This design comes from an exercise in tuning for small area, a short achievable clock period and few clock cycles per item on the open sky130 flow, not from production work. Function was not checked in any run shown here: the RTL went through the layout flow alone. No activity file was given, so power comes from the tool's default toggle rates.

==> flow/design.v, too long to show whole: its modules and the start of the top module <==
// module mult_16x16: 2177 lines
module mult_16x16 (
  input  logic        clk,
  input  logic        rst_n,
  input  logic        in_valid,
  output logic        in_ready,
  input  logic [15:0] in_a,
  input  logic [15:0] in_b,
  output logic        out_valid,
  input  logic        out_ready,
  output logic [31:0] out_product
);
  // ...
==> flow/flow/run.sh <==
#!/bin/bash
# Own flow: the standard layout (standard.sh), with Yosys's synth run with -noabc so the
# pre-mapping "abc -fast" pass does not run before ORFS extracts full/half adders (it leaves
# the adders with inverted polarity and an inverter on most adder-to-adder nets). The rest of
# synthesis (-nofsm -noshare via synth_recipe.tcl, flatten, rename) and every later step are the
# standard ones. Each tool's output goes to a log file in the work folder.
set -euo pipefail
extra=()
if [[ -f flow/extra.mk ]]; then
  while read -r line; do [[ -n "$line" && "$line" != \#* ]] && extra+=("$line"); done < flow/extra.mk
fi
bash standard.sh SYNTH_ARGS=-noabc "${extra[@]}" finish > standard_flow.log 2>&1
==> flow/standard.sh <==
#!/bin/bash
# synth_recipe.tcl (not shown) runs the flow's synth.tcl, then flattens the netlist and writes it again
# the make line also repeats each setting of config.mk as NAME=value (left out here)
make -C /OpenROAD-flow-scripts/flow DESIGN_CONFIG=/design/flow/config.mk WORK_HOME=/design/flow/orfs CLKGATE_MAP_FILE= SYNTH_SCRIPT=/design/flow/synth_recipe.tcl "${@:-finish}"
==> flow/config.mk <==
export PLATFORM = sky130hd
export DESIGN_NAME = mult_16x16
export DESIGN_NICKNAME = mult_16x16
export VERILOG_FILES = /design/flow/design.v
export SDC_FILE = /design/flow/constraint.sdc
export NUM_CORES = 4
export LEC_CHECK = 0
export CAP_MARGIN = 20
export CORE_MARGIN = 2
export CORE_UTILIZATION = 70
export CTS_BUF_LIST = sky130_fd_sc_hd__clkbuf_4 sky130_fd_sc_hd__clkbuf_8
export SETUP_SLACK_MARGIN = 1.1
export SLEW_MARGIN = 20
==> flow/constraint.sdc <==
create_clock -name core_clock -period 4.0 [get_ports {clk}]
set_input_delay 0.8000 -clock core_clock [delete_from_list [all_inputs] [get_ports {clk}]]
set_output_delay 0.8000 -clock core_clock [all_outputs]
set_load 0.01 [all_outputs]
==> metrics.cfg, run 1 <==
[finish]
final_common_cell = and2_1
n_all_buffers = 109
clk_share_pct = 2.944
multi_input_area_share_pct = 53.27
top_register = v
dominant-cell-class = multi-input combinational cells
buffer_area_share_pct = 6.670
numSequentialCells = 157

[synth]
synth_top_family_by_area = adder cells
postSynthAreaPerCell_um2 = 14.38
synth.top_cells.by_area = edfxtp_1 39%, fa_1 33%, and2_1 14%, ha_1 4.8%, buf_4 2.0%
synth_area_um2 = 11960
synth_top_area_share_pct = 38.91
muxShareOfSynthArea_pct = 0
yosys.area.top_type = edfxtp_1

[worst_setup_path]
reg2reg_depth = 6
cp_slowest_cell = edfxtp_1
critical_path.cell_chain = a211o_4, buf_6, a31oi_4, buf_6, o21bai_4, a21oi_2, xnor2_2, buf_2
cp.arrival_ps = 2330
crit_buf_inv = 3

[clock_network]
clk_path_buf_depth = 2
path_clk_slew_ps = 90
clk_latency_ps = 480
cts_root_buf = clkbuf_8
h-tree-depth = 4

[routing]
drc = 0

[place]
place_congestion = 0.8638
dpl_cell_area_um2 = 12790
dp_hpwl_um = 18950

[power_and_ir_drop]
power_density_nw_per_um2 = 674.3
p_seq_w = 0.00313
sw_frac_of_total_pct = 37.80

[sta]
whs_ps = 427.3
skew_ps = 18.63

[floorplan]
taps = 220
start_util_pct = 71.87

[global_routing]
grtUsageTotal_pct = 31.77
grt_pass1_wl_um = 41670
grt_overflow = 0

[status]
status = complete, no violations

[hold_path]
worstHoldStart = c708_q1
whs_endpoint = c708_q2
hold_depth = 0

==> run 2, diff against run 1 <==
--- a/flow/design.v
+++ b/flow/design.v
@@ -8,28 +8,30 @@
   input  logic        in_valid,
   output logic        in_ready,
   input  logic [15:0] in_a,
   input  logic [15:0] in_b,
   output logic        out_valid,
   input  logic        out_ready,
   output logic [31:0] out_product
 );
-  logic [1:0] v;
-  logic [1:0] ld;
-  assign ld[1] = !v[1] || out_ready;
+  logic [2:0] v;
+  logic [2:0] ld;
+  assign ld[2] = !v[2] || out_ready;
+  assign ld[1] = !v[1] || ld[2];
   assign ld[0] = !v[0] || ld[1];
   assign in_ready  = ld[0];
-  assign out_valid = v[1];
+  assign out_valid = v[2];
   always_ff @(posedge clk) begin
     if (!rst_n) begin
       v <= '0;
     end else begin
       if (ld[0]) v[0] <= in_valid;
       if (ld[1]) v[1] <= v[0];
+      if (ld[2]) v[2] <= v[1];
     end
   end
   logic xa1;
   logic xa2;
   logic xa3;
   logic xa4;
   logic xa5;
   logic xa6;
@@ -940,29 +942,31 @@
   logic y941;
   logic y942;
   logic y943;
   logic y944;
   logic y945;
   logic y946;
   logic pp33_q1;
   logic pp33_q2;
-  logic pp288_q1;
-  logic pp288_q2;
+  logic pp33_q3;
+  logic s297_q1;
+  logic s299_q1;
+  logic s305_q1;
+  logic s307_q1;
   logic s315_q1;
   logic s317_q1;
   logic c326_q1;
   logic s327_q1;
   logic c328_q1;
   logic s329_q1;
   logic c330_q1;
   logic s337_q1;
   logic s339_q1;
   logic c340_q1;
-  logic c342_q1;
   logic s353_q1;
   logic s355_q1;
   logic c356_q1;
   logic s371_q1;
   logic s373_q1;
   logic c374_q1;
   logic s391_q1;
   logic c392_q1;
@@ -1011,98 +1015,123 @@
   logic c614_q1;
   logic s629_q1;
   logic c630_q1;
   logic s631_q1;
   logic c632_q1;
   logic s645_q1;
   logic s647_q1;
   logic c648_q1;
+  logic c652_q2;
   logic s657_q1;
   logic s659_q1;
   logic c660_q1;
   logic s661_q1;
   logic c662_q1;
+  logic s665_q2;
   logic s671_q1;
   logic s673_q1;
   logic c674_q1;
   logic s685_q1;
   logic c686_q1;
+  logic c688_q2;
   logic s691_q1;
   logic c692_q1;
   logic s693_q1;
   logic c694_q1;
+  logic s695_q2;
   logic s699_q1;
+  logic c702_q2;
   logic s705_q1;
-  logic c706_q1;
-  logic s707_q1;
-  logic c708_q1;
-  logic c708_q2;
+  logic s705_q2;
   logic h709_q1;
   logic h709_q2;
-  logic h715_q1;
-  logic h723_q2;
+  logic h709_q3;
+  logic h731_q2;
+  logic g732_q2;
+  logic h733_q2;
   logic h735_q2;
+  logic g736_q2;
   logic h737_q2;
+  logic g738_q2;
   logic h739_q2;
   logic g740_q2;
   logic h741_q2;
+  logic g742_q2;
   logic h743_q2;
   logic g744_q2;
   logic h745_q2;
+  logic g746_q2;
   logic h747_q2;
   logic g748_q2;
   logic h749_q2;
+  logic g750_q2;
   logic h751_q2;
   logic g752_q2;
-  logic h753_q2;
   logic h755_q2;
   logic g756_q2;
   logic h757_q2;
-  logic h759_q2;
-  logic g760_q2;
+  logic g758_q2;
   logic h761_q2;
-  logic h763_q2;
-  logic g764_q2;
+  logic g762_q2;
+  logic h765_q1;
   logic h765_q2;
+  logic g766_q1;
   logic g766_q2;
-  logic G772_q1;
-  logic P773_q1;
-  logic G784_q2;
-  logic G786_q2;
-  logic P787_q2;
-  logic G788_q2;
-  logic P789_q2;
-  logic G790_q2;
-  logic P791_q2;
-  logic G792_q2;
-  logic P793_q2;
-  logic G794_q2;
-  logic P795_q2;
+  logic h767_q1;
+  logic h767_q2;
+  logic g768_q1;
+  logic g768_q2;
+  logic G780_q2;
   logic G800_q1;
+  logic G808_q2;
+  logic P809_q2;
   logic G834_q2;
-  logic G840_q2;
-  logic P841_q2;
-  logic G842_q2;
-  logic P843_q2;
-  logic G868_q2;
+  logic G916_q3;
   logic y918_q1;
   logic y918_q2;
+  logic y918_q3;
   logic y919_q1;
   logic y919_q2;
+  logic y919_q3;
   logic y920_q2;
-  logic y921_q1;
+  logic y920_q3;
   logic y921_q2;
+  logic y921_q3;
   logic y922_q2;
+  logic y922_q3;
   logic y923_q2;
+  logic y923_q3;
+  logic y924_q2;
+  logic y924_q3;
   logic y925_q2;
+  logic y925_q3;
   logic y926_q2;
+  logic y926_q3;
   logic y927_q2;
-  logic y928_q2;
-  logic y929_q2;
+  logic y927_q3;
+  logic y928_q3;
+  logic y929_q3;
+  logic y930_q3;
+  logic y931_q3;
+  logic y932_q3;
+  logic y933_q3;
+  logic y934_q3;
+  logic y935_q3;
+  logic y936_q3;
+  logic y937_q3;
+  logic y938_q3;
+  logic y939_q3;
+  logic y940_q3;
+  logic y941_q3;
+  logic y942_q3;
+  logic y943_q3;
+  logic y944_q3;
+  logic y945_q3;
+  logic y946_q3;
   assign xa1 = in_a[0];
   assign xa2 = in_a[1];
   assign xa3 = in_a[2];
   assign xa4 = in_a[3];
   assign xa5 = in_a[4];
   assign xa6 = in_a[5];
   assign xa7 = in_a[6];
   assign xa8 = in_a[7];
@@ -1389,20 +1418,20 @@
   assign s289 = pp35 ^ pp50;
   assign c290 = pp35 & pp50;
   assign s291 = pp36 ^ pp51 ^ pp66;
   assign c292 = (pp36 & pp51) | (pp36 & pp66) | (pp51 & pp66);
   assign s293 = pp81 ^ c290;
   assign c294 = pp81 & c290;
   assign s295 = pp37 ^ pp52 ^ pp67;
   assign c296 = (pp37 & pp52) | (pp37 & pp67) | (pp52 & pp67);
-  assign s297 = pp82 ^ pp97 ^ c294;
-  assign c298 = (pp82 & pp97) | (pp82 & c294) | (pp97 & c294);
-  assign s299 = c292 ^ s295;
-  assign c300 = c292 & s295;
+  assign s297 = pp82 ^ pp97 ^ c292;
+  assign c298 = (pp82 & pp97) | (pp82 & c292) | (pp97 & c292);
+  assign s299 = c294 ^ s295;
+  assign c300 = c294 & s295;
   assign s301 = pp38 ^ pp53 ^ pp68;
   assign c302 = (pp38 & pp53) | (pp38 & pp68) | (pp53 & pp68);
   assign s303 = pp83 ^ pp98 ^ pp113;
   assign c304 = (pp83 & pp98) | (pp83 & pp113) | (pp98 & pp113);
   assign s305 = c296 ^ s301 ^ s303;
   assign c306 = (c296 & s301) | (c296 & s303) | (s301 & s303);
   assign s307 = c300 ^ c298;
   assign c308 = c300 & c298;
@@ -1434,35 +1463,35 @@
   assign c334 = (pp86 & pp101) | (pp86 & pp116) | (pp101 & pp116);
   assign s335 = pp131 ^ pp146 ^ pp161;
   assign c336 = (pp131 & pp146) | (pp131 & pp161) | (pp146 & pp161);
   assign s337 = c320 ^ c322 ^ s331;
   assign c338 = (c320 & c322) | (c320 & s331) | (c322 & s331);
   assign s339 = s333 ^ s335 ^ c324;
   assign c340 = (s333 & s335) | (s333 & c324) | (s335 & c324);
   assign s341 = c326_q1 ^ s337_q1 ^ s339_q1;
-  assign c342 = (c326 & s337) | (c326 & s339) | (s337 & s339);
+  assign c342 = (c326_q1 & s337_q1) | (c326_q1 & s339_q1) | (s337_q1 & s339_q1);
   assign s343 = c328_q1 ^ c330_q1;
   assign c344 = c328_q1 & c330_q1;
   assign s345 = pp42 ^ pp57 ^ pp72;
   assign c346 = (pp42 & pp57) | (pp42 & pp72) | (pp57 & pp72);
   assign s347 = pp87 ^ pp102 ^ pp117;
   assign c348 = (pp87 & pp102) | (pp87 & pp117) | (pp102 & pp117);
   assign s349 = pp132 ^ pp147 ^ pp162;
   assign c350 = (pp132 & pp147) | (pp132 & pp162) | (pp147 & pp162);
   assign s351 = pp177 ^ c332 ^ c334;
   assign c352 = (pp177 & c332) | (pp177 & c334) | (c332 & c334);
   assign s353 = c336 ^ s345 ^ s347;
   assign c354 = (c336 & s345) | (c336 & s347) | (s345 & s347);
   assign s355 = s349 ^ c338 ^ s351;
   assign c356 = (s349 & c338) | (s349 & s351) | (c338 & s351);
   assign s357 = s353_q1 ^ c340_q1 ^ s355_q1;
   assign c358 = (s353_q1 & c340_q1) | (s353_q1 & s355_q1) | (c340_q1 & s355_q1);
-  assign s359 = c344 ^ c342_q1;
-  assign c360 = c344 & c342_q1;
+  assign s359 = c342 ^ c344;
+  assign c360 = c342 & c344;
   assign s361 = pp43 ^ pp58 ^ pp73;
   assign c362 = (pp43 & pp58) | (pp43 & pp73) | (pp58 & pp73);
   assign s363 = pp88 ^ pp103 ^ pp118;
   assign c364 = (pp88 & pp103) | (pp88 & pp118) | (pp103 & pp118);
   assign s365 = pp133 ^ pp148 ^ pp163;
   assign c366 = (pp133 & pp148) | (pp133 & pp163) | (pp148 & pp163);
   assign s367 = pp178 ^ pp193 ^ c346;
   assign c368 = (pp178 & pp193) | (pp178 & c346) | (pp193 & c346);
@@ -1511,18 +1540,18 @@
   assign s411 = s401 ^ s403 ^ s405;
   assign c412 = (s401 & s403) | (s401 & s405) | (s403 & s405);
   assign s413 = c388 ^ c390 ^ s407;
   assign c414 = (c388 & c390) | (c388 & s407) | (c390 & s407);
   assign s415 = s409_q1 ^ s411_q1 ^ c392_q1;
   assign c416 = (s409_q1 & s411_q1) | (s409_q1 & c392_q1) | (s411_q1 & c392_q1);
   assign s417 = s413_q1 ^ c394_q1 ^ s415;
   assign c418 = (s413_q1 & c394_q1) | (s413_q1 & s415) | (c394_q1 & s415);
-  assign s419 = c396 ^ c398;
-  assign c420 = c396 & c398;
+  assign s419 = c396 ^ s417;
+  assign c420 = c396 & s417;
   assign s421 = pp46 ^ pp61 ^ pp76;
   assign c422 = (pp46 & pp61) | (pp46 & pp76) | (pp61 & pp76);
   assign s423 = pp91 ^ pp106 ^ pp121;
   assign c424 = (pp91 & pp106) | (pp91 & pp121) | (pp106 & pp121);
   assign s425 = pp136 ^ pp151 ^ pp166;
   assign c426 = (pp136 & pp151) | (pp136 & pp166) | (pp151 & pp166);
   assign s427 = pp181 ^ pp196 ^ pp211;
   assign c428 = (pp181 & pp196) | (pp181 & pp211) | (pp196 & pp211);
@@ -1743,18 +1772,18 @@
   assign s643 = c620 ^ c622 ^ c624;
   assign c644 = (c620 & c622) | (c620 & c624) | (c622 & c624);
   assign s645 = s637 ^ s639 ^ s641;
   assign c646 = (s637 & s639) | (s637 & s641) | (s639 & s641);
   assign s647 = c626 ^ c628 ^ s643;
   assign c648 = (c626 & c628) | (c626 & s643) | (c628 & s643);
   assign s649 = s645_q1 ^ c630_q1 ^ c632_q1;
   assign c650 = (s645_q1 & c630_q1) | (s645_q1 & c632_q1) | (c630_q1 & c632_q1);
-  assign s651 = s647_q1 ^ s649 ^ c634;
-  assign c652 = (s647_q1 & s649) | (s647_q1 & c634) | (s649 & c634);
+  assign s651 = s647_q1 ^ c634 ^ s649;
+  assign c652 = (s647_q1 & c634) | (s647_q1 & s649) | (c634 & s649);
   assign s653 = pp176 ^ pp191 ^ pp206;
   assign c654 = (pp176 & pp191) | (pp176 & pp206) | (pp191 & pp206);
   assign s655 = pp221 ^ pp236 ^ pp251;
   assign c656 = (pp221 & pp236) | (pp221 & pp251) | (pp236 & pp251);
   assign s657 = pp266 ^ pp281 ^ c638;
   assign c658 = (pp266 & pp281) | (pp266 & c638) | (pp281 & c638);
   assign s659 = c640 ^ c642 ^ s653;
   assign c660 = (c640 & c642) | (c640 & s653) | (c642 & s653);
@@ -1807,34 +1836,34 @@
   assign s707 = pp272 ^ pp287 ^ c704;
   assign c708 = (pp272 & pp287) | (pp272 & c704) | (pp287 & c704);
   assign h709 = pp34 ^ pp49;
   assign g710 = pp34 & pp49;
   assign h711 = pp65 ^ s289;
   assign g712 = pp65 & s289;
   assign h713 = s291 ^ s293;
   assign g714 = s291 & s293;
-  assign h715 = s297 ^ s299;
-  assign g716 = s297 & s299;
-  assign h717 = s305 ^ s307;
-  assign g718 = s305 & s307;
+  assign h715 = s297_q1 ^ s299_q1;
+  assign g716 = s297_q1 & s299_q1;
+  assign h717 = s305_q1 ^ s307_q1;
+  assign g718 = s305_q1 & s307_q1;
   assign h719 = s315_q1 ^ s317_q1;
   assign g720 = s315_q1 & s317_q1;
   assign h721 = s327_q1 ^ s329_q1;
   assign g722 = s327_q1 & s329_q1;
   assign h723 = s341 ^ s343;
   assign g724 = s341 & s343;
   assign h725 = s357 ^ s359;
   assign g726 = s357 & s359;
   assign h727 = s375 ^ s377;
   assign g728 = s375 & s377;
   assign h729 = s395 ^ s397;
   assign g730 = s395 & s397;
-  assign h731 = s417 ^ s419;
-  assign g732 = s417 & s419;
+  assign h731 = c398 ^ s419;
+  assign g732 = c398 & s419;
   assign h733 = c420 ^ s443;
   assign g734 = c420 & s443;
   assign h735 = c444 ^ s469;
   assign g736 = c444 & s469;
   assign h737 = c470 ^ s497;
   assign g738 = c470 & s497;
   assign h739 = s523 ^ s525;
   assign g740 = s523 & s525;
@@ -1845,195 +1874,197 @@
   assign h745 = c576 ^ s597;
   assign g746 = c576 & s597;
   assign h747 = c598 ^ s617;
   assign g748 = c598 & s617;
   assign h749 = c618 ^ s635;
   assign g750 = c618 & s635;
   assign h751 = c636 ^ s651;
   assign g752 = c636 & s651;
-  assign h753 = c652 ^ s665;
-  assign g754 = c652 & s665;
+  assign h753 = c652_q2 ^ s665_q2;
+  assign g754 = c652_q2 & s665_q2;
   assign h755 = c666 ^ s677;
   assign g756 = c666 & s677;
   assign h757 = c678 ^ s687;
   assign g758 = c678 & s687;
-  assign h759 = c688 ^ s695;
-  assign g760 = c688 & s695;
+  assign h759 = c688_q2 ^ s695_q2;
+  assign g760 = c688_q2 & s695_q2;
   assign h761 = c696 ^ s701;
   assign g762 = c696 & s701;
-  assign h763 = c702 ^ s705_q1;
-  assign g764 = c702 & s705_q1;
-  assign h765 = c706_q1 ^ s707_q1;
-  assign g766 = c706_q1 & s707_q1;
-  assign h767 = pp288_q2 ^ c708_q2;
-  assign g768 = pp288_q2 & c708_q2;
+  assign h763 = c702_q2 ^ s705_q2;
+  assign g764 = c702_q2 & s705_q2;
+  assign h765 = c706 ^ s707;
+  assign g766 = c706 & s707;
+  assign h767 = pp288 ^ c708;
+  assign g768 = pp288 & c708;
   assign G770 = g714 | (h713 & g712);
   assign P771 = h713 & h711;
   assign G772 = g718 | (h717 & g716);
   assign P773 = h717 & h715;
   assign G774 = g722 | (h721 & g720);
   assign P775 = h721 & h719;
   assign G776 = g726 | (h725 & g724);
   assign P777 = h725 & h723;
   assign G778 = g730 | (h729 & g728);
   assign P779 = h729 & h727;
   assign G780 = g734 | (h733 & g732);
-  assign P781 = h733 & h731;
-  assign G782 = g738 | (h737 & g736);
-  assign P783 = h737 & h735;
-  assign G784 = g742 | (h741 & g740);
+  assign P781 = h733_q2 & h731_q2;
+  assign G782 = g738_q2 | (h737_q2 & g736_q2);
+  assign P783 = h737_q2 & h735_q2;
+  assign G784 = g742_q2 | (h741_q2 & g740_q2);
   assign P785 = h741_q2 & h739_q2;
-  assign G786 = g746 | (h745 & g744);
-  assign P787 = h745 & h743;
-  assign G788 = g750 | (h749 & g748);
-  assign P789 = h749 & h747;
-  assign G790 = g754 | (h753 & g752);
-  assign P791 = h753 & h751;
-  assign G792 = g758 | (h757 & g756);
-  assign P793 = h757 & h755;
-  assign G794 = g762 | (h761 & g760);
-  assign P795 = h761 & h759;
-  assign G796 = g766_q2 | (h765_q2 & g764_q2);
-  assign P797 = h765_q2 & h763_q2;
+  assign G786 = g746_q2 | (h745_q2 & g744_q2);
+  assign P787 = h745_q2 & h743_q2;
+  assign G788 = g750_q2 | (h749_q2 & g748_q2);
+  assign P789 = h749_q2 & h747_q2;
+  assign G790 = g754 | (h753 & g752_q2);
+  assign P791 = h753 & h751_q2;
+  assign G792 = g758_q2 | (h757_q2 & g756_q2);
+  assign P793 = h757_q2 & h755_q2;
+  assign G794 = g762_q2 | (h761_q2 & g760);
+  assign P795 = h761_q2 & h759;
+  assign G796 = g766_q2 | (h765_q2 & g764);
+  assign P797 = h765_q2 & h763;
   assign G798 = g712 | (h711 & g710);
   assign G800 = G770 | (P771 & g710);
-  assign G802 = g720 | (h719 & G772_q1);
-  assign P803 = h719 & P773_q1;
-  assign G804 = G774 | (P775 & G772_q1);
-  assign P805 = P775 & P773_q1;
+  assign G802 = g720 | (h719 & G772);
+  assign P803 = h719 & P773;
+  assign G804 = G774 | (P775 & G772);
+  assign P805 = P775 & P773;
   assign G806 = g728 | (h727 & G776);
   assign P807 = h727 & P777;
   assign G808 = G778 | (P779 & G776);
   assign P809 = P779 & P777;
-  assign G810 = g736 | (h735 & G780);
-  assign P811 = h735 & P781;
-  assign G812 = G782 | (P783 & G780);
+  assign G810 = g736_q2 | (h735_q2 & G780_q2);
+  assign P811 = h735_q2 & P781;
+  assign G812 = G782 | (P783 & G780_q2);
   assign P813 = P783 & P781;
-  assign G814 = g744_q2 | (h743_q2 & G784_q2);
+  assign G814 = g744_q2 | (h743_q2 & G784);
   assign P815 = h743_q2 & P785;
-  assign G816 = G786_q2 | (P787_q2 & G784_q2);
-  assign P817 = P787_q2 & P785;
-  assign G818 = g752_q2 | (h751_q2 & G788_q2);
-  assign P819 = h751_q2 & P789_q2;
-  assign G820 = G790_q2 | (P791_q2 & G788_q2);
-  assign P821 = P791_q2 & P789_q2;
-  assign G822 = g760_q2 | (h759_q2 & G792_q2);
-  assign P823 = h759_q2 & P793_q2;
-  assign G824 = G794_q2 | (P795_q2 & G792_q2);
-  assign P825 = P795_q2 & P793_q2;
-  assign G826 = g768 | (h767 & G796);
-  assign P827 = h767 & P797;
-  assign G828 = g716 | (h715 & G800);
-  assign G830 = G772_q1 | (P773_q1 & G800_q1);
+  assign G816 = G786 | (P787 & G784);
+  assign P817 = P787 & P785;
+  assign G818 = g752_q2 | (h751_q2 & G788);
+  assign P819 = h751_q2 & P789;
+  assign G820 = G790 | (P791 & G788);
+  assign P821 = P791 & P789;
+  assign G822 = g760 | (h759 & G792);
+  assign P823 = h759 & P793;
+  assign G824 = G794 | (P795 & G792);
+  assign P825 = P795 & P793;
+  assign G826 = g768_q2 | (h767_q2 & G796);
+  assign P827 = h767_q2 & P797;
+  assign G828 = g716 | (h715 & G800_q1);
+  assign G830 = G772 | (P773 & G800_q1);
   assign G832 = G802 | (P803 & G800_q1);
   assign G834 = G804 | (P805 & G800_q1);
-  assign G836 = g732 | (h731 & G808);
-  assign P837 = h731 & P809;
-  assign G838 = G780 | (P781 & G808);
-  assign P839 = P781 & P809;
-  assign G840 = G810 | (P811 & G808);
-  assign P841 = P811 & P809;
-  assign G842 = G812 | (P813 & G808);
-  assign P843 = P813 & P809;
+  assign G836 = g732_q2 | (h731_q2 & G808_q2);
+  assign P837 = h731_q2 & P809_q2;
+  assign G838 = G780_q2 | (P781 & G808_q2);
+  assign P839 = P781 & P809_q2;
+  assign G840 = G810 | (P811 & G808_q2);
+  assign P841 = P811 & P809_q2;
+  assign G842 = G812 | (P813 & G808_q2);
+  assign P843 = P813 & P809_q2;
   assign G844 = g748_q2 | (h747_q2 & G816);
   assign P845 = h747_q2 & P817;
-  assign G846 = G788_q2 | (P789_q2 & G816);
-  assign P847 = P789_q2 & P817;
+  assign G846 = G788 | (P789 & G816);
+  assign P847 = P789 & P817;
   assign G848 = G818 | (P819 & G816);
   assign P849 = P819 & P817;
   assign G850 = G820 | (P821 & G816);
   assign P851 = P821 & P817;
-  assign G852 = g764_q2 | (h763_q2 & G824);
-  assign P853 = h763_q2 & P825;
+  assign G852 = g764 | (h763 & G824);
+  assign P853 = h763 & P825;
   assign G854 = G796 | (P797 & G824);
   assign P855 = P797 & P825;
   assign G856 = G826 | (P827 & G824);
   assign P857 = P827 & P825;
   assign G858 = g724 | (h723 & G834);
   assign G860 = G776 | (P777 & G834);
   assign G862 = G806 | (P807 & G834);
-  assign G864 = G808 | (P809 & G834);
-  assign G866 = G836 | (P837 & G834);
-  assign G868 = G838 | (P839 & G834);
-  assign G870 = G840_q2 | (P841_q2 & G834_q2);
-  assign G872 = G842_q2 | (P843_q2 & G834_q2);
+  assign G864 = G808_q2 | (P809_q2 & G834_q2);
+  assign G866 = G836 | (P837 & G834_q2);
+  assign G868 = G838 | (P839 & G834_q2);
+  assign G870 = G840 | (P841 & G834_q2);
+  assign G872 = G842 | (P843 & G834_q2);
   assign G874 = g756_q2 | (h755_q2 & G850);
   assign P875 = h755_q2 & P851;
-  assign G876 = G792_q2 | (P793_q2 & G850);
-  assign P877 = P793_q2 & P851;
+  assign G876 = G792 | (P793 & G850);
+  assign P877 = P793 & P851;
   assign G878 = G822 | (P823 & G850);
   assign P879 = P823 & P851;
   assign G880 = G824 | (P825 & G850);
   assign P881 = P825 & P851;
   assign G882 = G852 | (P853 & G850);
   assign P883 = P853 & P851;
   assign G884 = G854 | (P855 & G850);
   assign P885 = P855 & P851;
   assign G886 = G856 | (P857 & G850);
   assign P887 = P857 & P851;
   assign G888 = g740_q2 | (h739_q2 & G872);
-  assign G890 = G784_q2 | (P785 & G872);
+  assign G890 = G784 | (P785 & G872);
   assign G892 = G814 | (P815 & G872);
   assign G894 = G816 | (P817 & G872);
   assign G896 = G844 | (P845 & G872);
   assign G898 = G846 | (P847 & G872);
   assign G900 = G848 | (P849 & G872);
   assign G902 = G850 | (P851 & G872);
   assign G904 = G874 | (P875 & G872);
   assign G906 = G876 | (P877 & G872);
   assign G908 = G878 | (P879 & G872);
   assign G910 = G880 | (P881 & G872);
   assign G912 = G882 | (P883 & G872);
   assign G914 = G884 | (P885 & G872);
   assign G916 = G886 | (P887 & G872);
   assign y918 = h711 ^ g710;
   assign y919 = h713 ^ G798;
-  assign y920 = h715_q1 ^ G800_q1;
+  assign y920 = h715 ^ G800_q1;
   assign y921 = h717 ^ G828;
   assign y922 = h719 ^ G830;
   assign y923 = h721 ^ G832;
-  assign y924 = h723_q2 ^ G834_q2;
+  assign y924 = h723 ^ G834;
   assign y925 = h725 ^ G858;
   assign y926 = h727 ^ G860;
   assign y927 = h729 ^ G862;
-  assign y928 = h731 ^ G864;
-  assign y929 = h733 ^ G866;
-  assign y930 = h735_q2 ^ G868_q2;
+  assign y928 = h731_q2 ^ G864;
+  assign y929 = h733_q2 ^ G866;
+  assign y930 = h735_q2 ^ G868;
   assign y931 = h737_q2 ^ G870;
   assign y932 = h739_q2 ^ G872;
   assign y933 = h741_q2 ^ G888;
   assign y934 = h743_q2 ^ G890;
   assign y935 = h745_q2 ^ G892;
   assign y936 = h747_q2 ^ G894;
   assign y937 = h749_q2 ^ G896;
   assign y938 = h751_q2 ^ G898;
-  assign y939 = h753_q2 ^ G900;
+  assign y939 = h753 ^ G900;
   assign y940 = h755_q2 ^ G902;
   assign y941 = h757_q2 ^ G904;
-  assign y942 = h759_q2 ^ G906;
+  assign y942 = h759 ^ G906;
   assign y943 = h761_q2 ^ G908;
-  assign y944 = h763_q2 ^ G910;
+  assign y944 = h763 ^ G910;
   assign y945 = h765_q2 ^ G912;
-  assign y946 = h767 ^ G914;
+  assign y946 = h767_q2 ^ G914;
   always_ff @(posedge clk) begin
     if (ld[0]) begin
       pp33_q1 <= pp33;
-      pp288_q1 <= pp288;
+      s297_q1 <= s297;
+      s299_q1 <= s299;
+      s305_q1 <= s305;
+      s307_q1 <= s307;
       s315_q1 <= s315;
       s317_q1 <= s317;
       c326_q1 <= c326;
       s327_q1 <= s327;
       c328_q1 <= c328;
       s329_q1 <= s329;
       c330_q1 <= c330;
       s337_q1 <= s337;
       s339_q1 <= s339;
       c340_q1 <= c340;
-      c342_q1 <= c342;
       s353_q1 <= s353;
       s355_q1 <= s355;
       c356_q1 <= c356;
       s371_q1 <= s371;
       s373_q1 <= s373;
       c374_q1 <= c374;
       s391_q1 <= s391;
       c392_q1 <= c392;
@@ -2098,84 +2129,113 @@
       s685_q1 <= s685;
       c686_q1 <= c686;
       s691_q1 <= s691;
       c692_q1 <= c692;
       s693_q1 <= s693;
       c694_q1 <= c694;
       s699_q1 <= s699;
       s705_q1 <= s705;
-      c706_q1 <= c706;
-      s707_q1 <= s707;
-      c708_q1 <= c708;
       h709_q1 <= h709;
-      h715_q1 <= h715;
-      G772_q1 <= G772;
-      P773_q1 <= P773;
+      h765_q1 <= h765;
+      g766_q1 <= g766;
+      h767_q1 <= h767;
+      g768_q1 <= g768;
       G800_q1 <= G800;
       y918_q1 <= y918;
       y919_q1 <= y919;
-      y921_q1 <= y921;
     end
   end
   always_ff @(posedge clk) begin
     if (ld[1]) begin
       pp33_q2 <= pp33_q1;
-      pp288_q2 <= pp288_q1;
-      c708_q2 <= c708_q1;
+      c652_q2 <= c652;
+      s665_q2 <= s665;
+      c688_q2 <= c688;
+      s695_q2 <= s695;
+      c702_q2 <= c702;
+      s705_q2 <= s705_q1;
       h709_q2 <= h709_q1;
-      h723_q2 <= h723;
+      h731_q2 <= h731;
+      g732_q2 <= g732;
+      h733_q2 <= h733;
       h735_q2 <= h735;
+      g736_q2 <= g736;
       h737_q2 <= h737;
+      g738_q2 <= g738;
       h739_q2 <= h739;
       g740_q2 <= g740;
       h741_q2 <= h741;
+      g742_q2 <= g742;
       h743_q2 <= h743;
       g744_q2 <= g744;
       h745_q2 <= h745;
+      g746_q2 <= g746;
       h747_q2 <= h747;
       g748_q2 <= g748;
       h749_q2 <= h749;
+      g750_q2 <= g750;
       h751_q2 <= h751;
       g752_q2 <= g752;
-      h753_q2 <= h753;
       h755_q2 <= h755;
       g756_q2 <= g756;
       h757_q2 <= h757;
-      h759_q2 <= h759;
-      g760_q2 <= g760;
+      g758_q2 <= g758;
       h761_q2 <= h761;
-      h763_q2 <= h763;
-      g764_q2 <= g764;
-      h765_q2 <= h765;
-      g766_q2 <= g766;
-      G784_q2 <= G784;
-      G786_q2 <= G786;
-      P787_q2 <= P787;
-      G788_q2 <= G788;
-      P789_q2 <= P789;
-      G790_q2 <= G790;
-      P791_q2 <= P791;
-      G792_q2 <= G792;
-      P793_q2 <= P793;
-      G794_q2 <= G794;
-      P795_q2 <= P795;
+      g762_q2 <= g762;
+      h765_q2 <= h765_q1;
+      g766_q2 <= g766_q1;
+      h767_q2 <= h767_q1;
+      g768_q2 <= g768_q1;
+      G780_q2 <= G780;
+      G808_q2 <= G808;
+      P809_q2 <= P809;
       G834_q2 <= G834;
-      G840_q2 <= G840;
-      P841_q2 <= P841;
-      G842_q2 <= G842;
-      P843_q2 <= P843;
-      G868_q2 <= G868;
       y918_q2 <= y918_q1;
       y919_q2 <= y919_q1;
       y920_q2 <= y920;
-      y921_q2 <= y921_q1;
+      y921_q2 <= y921;
       y922_q2 <= y922;
       y923_q2 <= y923;
+      y924_q2 <= y924;
       y925_q2 <= y925;
       y926_q2 <= y926;
       y927_q2 <= y927;
-      y928_q2 <= y928;
-      y929_q2 <= y929;
     end
   end
-  assign out_product = {G916, y946, y945, y944, y943, y942, y941, y940, y939, y938, y937, y936, y935, y934, y933, y932, y931, y930, y929_q2, y928_q2, y927_q2, y926_q2, y925_q2, y924, y923_q2, y922_q2, y921_q2, y920_q2, y919_q2, y918_q2, h709_q2, pp33_q2};
+  always_ff @(posedge clk) begin
+    if (ld[2]) begin
+      pp33_q3 <= pp33_q2;
+      h709_q3 <= h709_q2;
+      G916_q3 <= G916;
+      y918_q3 <= y918_q2;
+      y919_q3 <= y919_q2;
+      y920_q3 <= y920_q2;
+      y921_q3 <= y921_q2;
+      y922_q3 <= y922_q2;
+      y923_q3 <= y923_q2;
+      y924_q3 <= y924_q2;
+      y925_q3 <= y925_q2;
+      y926_q3 <= y926_q2;
+      y927_q3 <= y927_q2;
+      y928_q3 <= y928;
+      y929_q3 <= y929;
+      y930_q3 <= y930;
+      y931_q3 <= y931;
+      y932_q3 <= y932;
+      y933_q3 <= y933;
+      y934_q3 <= y934;
+      y935_q3 <= y935;
+      y936_q3 <= y936;
+      y937_q3 <= y937;
+      y938_q3 <= y938;
+      y939_q3 <= y939;
+      y940_q3 <= y940;
+      y941_q3 <= y941;
+      y942_q3 <= y942;
+      y943_q3 <= y943;
+      y944_q3 <= y944;
+      y945_q3 <= y945;
+      y946_q3 <= y946;
+    end
+  end
+  assign out_product = {G916_q3, y946_q3, y945_q3, y944_q3, y943_q3, y942_q3, y941_q3, y940_q3, y939_q3, y938_q3, y937_q3, y936_q3, y935_q3, y934_q3, y933_q3, y932_q3, y931_q3, y930_q3, y929_q3, y928_q3, y927_q3, y926_q3, y925_q3, y924_q3, y923_q3, y922_q3, y921_q3, y920_q3, y919_q3, y918_q3, h709_q3, pp33_q3};
 endmodule
==> flow/flow/extra.mk (new file) <==
BUFFER_PORTS_ARGS=-buffer_cell sky130_fd_sc_hd__buf_2
==> flow/config.mk (replaced) <==
export PLATFORM = sky130hd
export DESIGN_NAME = mult_16x16
export DESIGN_NICKNAME = mult_16x16
export VERILOG_FILES = /design/flow/design.v
export SDC_FILE = /design/flow/constraint.sdc
export NUM_CORES = 4
export LEC_CHECK = 0
export CAP_MARGIN = 20
export CORE_MARGIN = 2
export CORE_UTILIZATION = 70
export CTS_BUF_LIST = sky130_fd_sc_hd__clkbuf_4 sky130_fd_sc_hd__clkbuf_8
export GPL_ROUTABILITY_DRIVEN = 0
export SETUP_SLACK_MARGIN = 1.6
export SLEW_MARGIN = 20
==> run 2 against run 1 <==
  * Cell area up 9.4%
  * Largest cell class unchanged
  * Worst setup slack improved by 510 ps
  * Largest power group unchanged
  * Clock skew barely moved
  * Cell count increased by 1.8%
  * Non-clock buffer count shrank 23
  * Sequential share of layout area increased by 2.7 points
==> metrics.cfg, run 2 <==
[clock_network]
path_clk_slew_ps = 130  ; +40 ps
clk_latency_ps = 490  ; about the same
cts_inserted_buffers = 17
h-tree-depth = 4  ; unchanged
clk_path_buf_depth = 2  ; unchanged
cts_hold_buf = 0
cts.sinks = 185
cts_root_buf = clkbuf_8
cts_tree = built

[global_routing]
grt_max_degree = 99
grt_pass1_wl_um = 43330  ; +4.0%
grt_pass1_vias = 7955
use_met1_pct = 42.04
top_usage_layer = met2
grt_use_met2_pct = 48.61
met3_usage_pct = 7.536
grt_overflow = 0  ; unchanged
antenna_found_initial = 0
grtUsageTotal_pct = 30.15  ; -1.6 points

[sta]
skew_ps = 18.86  ; +0.2315 ps
setup_violations = 0
fmax_ghz = 0.3810
tns_ps = 0
fin_crit_sh_pct = 65.61
drv_slew = 0
period_minus_slack_ps = 2625
fin_ws_ps = 1375
finalHoldViolations = 0
worstMarginPinSlew_ps = 733.1
slew_headroom_pct = 51.13
rsz0062_at_grt = true

[synth]
synth_most_common_cell = and2_1
synth_edf_count = 182
synth_area_um2 = 12810  ; +7.1%
postSynthAreaPerCell_um2 = 14.78  ; +2.8%
yosysSeqAreaShare_pct = 43.12
ys_types = 42
synth_top_family_by_area = adder cells
synth_compound_area_share_pct = 2.685
yosys.area.top_type = edfxtp_1
synth_top_area_share_pct = 42.65  ; +3.7 points
synth_commonest_cells = 258 x and2_1, 198 x fa_1, 182 x edfxtp_1, 46 x ha_1, 33 x clkbuf_1
yosysWarnings = 1
async_reset_ff_share_pct = 0
synth_xor_area_share_pct = 1.435
synthAdderAreaFrac_pct = 35.42
synth_cells = 867
muxShareOfSynthArea_pct = 0  ; unchanged
synth_nets = 1147
ys_ff_latch = 185
ys.flop_type = edfxtp_1
synth.top_cells.by_area = edfxtp_1 43%, fa_1 31%, and2_1 13%, ha_1 4.5%, buf_4 1.9%
yosys.area_share.simple_pct = 14.35

[floorplan]
start_util_pct = 71.34  ; -0.54 points
core_area_um2 = 17960
pin_count = 70
die_w_um = 139.3
die_h_um = 139.3
placementRows = 49
die-area_um2 = 19400

[power_and_ir_drop]
p_leak_nw = 5.876
power_density_nw_per_um2 = 601.0  ; -11%
ir_drop_mv = 0.7469

[run]
maxCapViolCount = 0

[worst_setup_path]
cp.arrival_ps = 2870  ; +540 ps
path_max_fanout = 1
end_kind = register
critPathKind = reg -> reg
critical_path_required_ps = 4250
start_kind = register

[place]
dpl_cell_area_um2 = 13660  ; +6.8%
place_ws_ps = 907.1
numPortBuffers = 69
dp_hpwl_um = 19020  ; +0.41%

[finish]
final_area_um2 = 14690
final_common_cell = edfxtp_1
top_register = v
drive_above_1_share_pct = 39.24
area_growth_pct = 14.64
n_antenna_cell = 0
fill_cells = 905
fin_nets = 1187
largest_reg_flops = 3
layout_common_cells = 182 x edfxtp_1, 181 x and2_1, 140 x fa_2

[status]
status = complete, no violations

[routing]
wirelength_um = 28030
drc = 0  ; unchanged
drt_iter0_drc = 518
post_drt_wl_per_cell_um = 24.39
vias = 7065
antenna_left = 0
viasPerCell = 6.149
dr.pass1.iters = 5

[hold_path]
holdCritPathClass = reg -> reg

==> run 2: cell types whose count changed after synthesis, sizes merged, moves of 3 or more <==
| cell | delta |
|---|---|
| edfxtp | +27 |
| and2 | -9 |
| nand2 | +6 |
| o21bai | -6 |
| xnor2 | -6 |
| a21oi | +4 |
| a211oi | -3 |
| fa | +3 |
| nand3 | +3 |
| o211ai | +3 |
==> run 2: per-stage QoR <==
stage	power, W	hold slack, ps	cells	utilization (%)
after global placement	0.006633	400.5	1103	76.06
after global routing	0.009448	436.2	1149	81.78
after floorplan	0.006008	400.3	867	-
final	0.008829	418.1	1149	81.78
after CTS	0.008537	426.0	1136	80.14
after detailed placement	0.006948	404.5	1103	76.06
==> run 2: final cells by class <==
cell class / instances / area, µm² / area share (%)
multi-input cells: 612 / 7650 / 52.07
flip-flops and latches: 185 / 5525 / 37.61
repair buffers: 86 / 795.8 / 5.417
well taps: 229 / 286.5 / 1.950
clock buffers: 18 / 241.5 / 1.644
clock inverters: 14 / 172.7 / 1.175
inverters: 5 / 18.77 / 0.1278
==> run 2: worst max-delay path, stage by stage (launching register included) <==
cell and delay [ps]:
edfxtp_1 430, fa_2 410, fa_1 460, fa_2 360, fa_2 560, ha_4 190
==> run 2: cells by family after synthesis <==
| logic type | count (synthesis) |
|---|---|
| buffers and inverters | 70 |
| and+or+nand+nor | 300 |
| adders and majority gates | 244 |
| DFF | 185 |
| xor gates and xnor gates | 21 |
| AOI/OAI and AO/OA | 47 |
==> run 2: worst paths after layout <==
kind,start,endpoint,slack (ps),cells past startpoint
setup / recovery,c462_q1,h741_q2,1380,5
hold / removal,y918_q2,y918_q3,420,0
setup reg to reg,c462_q1,h741_q2,1380,5
hold reg to reg,y918_q2,y918_q3,420,0
==> run 2: repair_timing <==
item | 4_1_cts | 5_1_grt
gates cloned | 0 | 0
pin swaps | 18 | 36
setup endpoints to repair | 38 | 24
setup buffers | 1 | 13
resized for setup | 85 | 52
==> run 2: routing by layer <==
metal  wire (µm)  up-vias
li1            -     2956
met1       11320     3741
met2       14020      315
met3        2112       53
met4         576        0
met5           0        -
==> run 2: report_power, final <==
group / switching [W] / total (W) / leakage [nW] / internal [W]
Clock: 0.000805 / 0.00129 / 0.207 / 0.000489
Sequential: 0.000364 / 0.00357 / 2.03 / 0.00321
Combinational: 0.00199 / 0.00396 / 3.63 / 0.00197

-- port drivers added, routing unchanged --
The results above use ideal ports. As a check the final layouts listed here were re-extracted and re-timed, cells and wires unchanged. Step 1: set_driving_cell puts a clkbuf_16 on clk and a buf_2 on each other input, an assumption about the parent block. Step 2 also shifts input and output timing later by t, the mid clock arrival at the registers, as if the neighbouring blocks saw the same clock. Slacks: ideal / step 1 / step 2; pairs: ideal / step 1.
run | t (ns) | setup slack, ns | worst setup path at the end | clock arrival spread, ns | worst register clock-pin slew, ns
run 1 | 0.516 | 0.866 / 0.823 / 0.604 | input to register | 0.022 / 0.022 | 0.10 / 0.10
run 2 | 0.520 | 1.375 / 1.375 / 1.000 | input to register | 0.025 / 0.025 | 0.13 / 0.13
After both steps setup and hold are still met in every run listed. The setup slack of run 2, which loses most, moves by 0.000 ns with the drivers and by -0.375 ns with both steps.
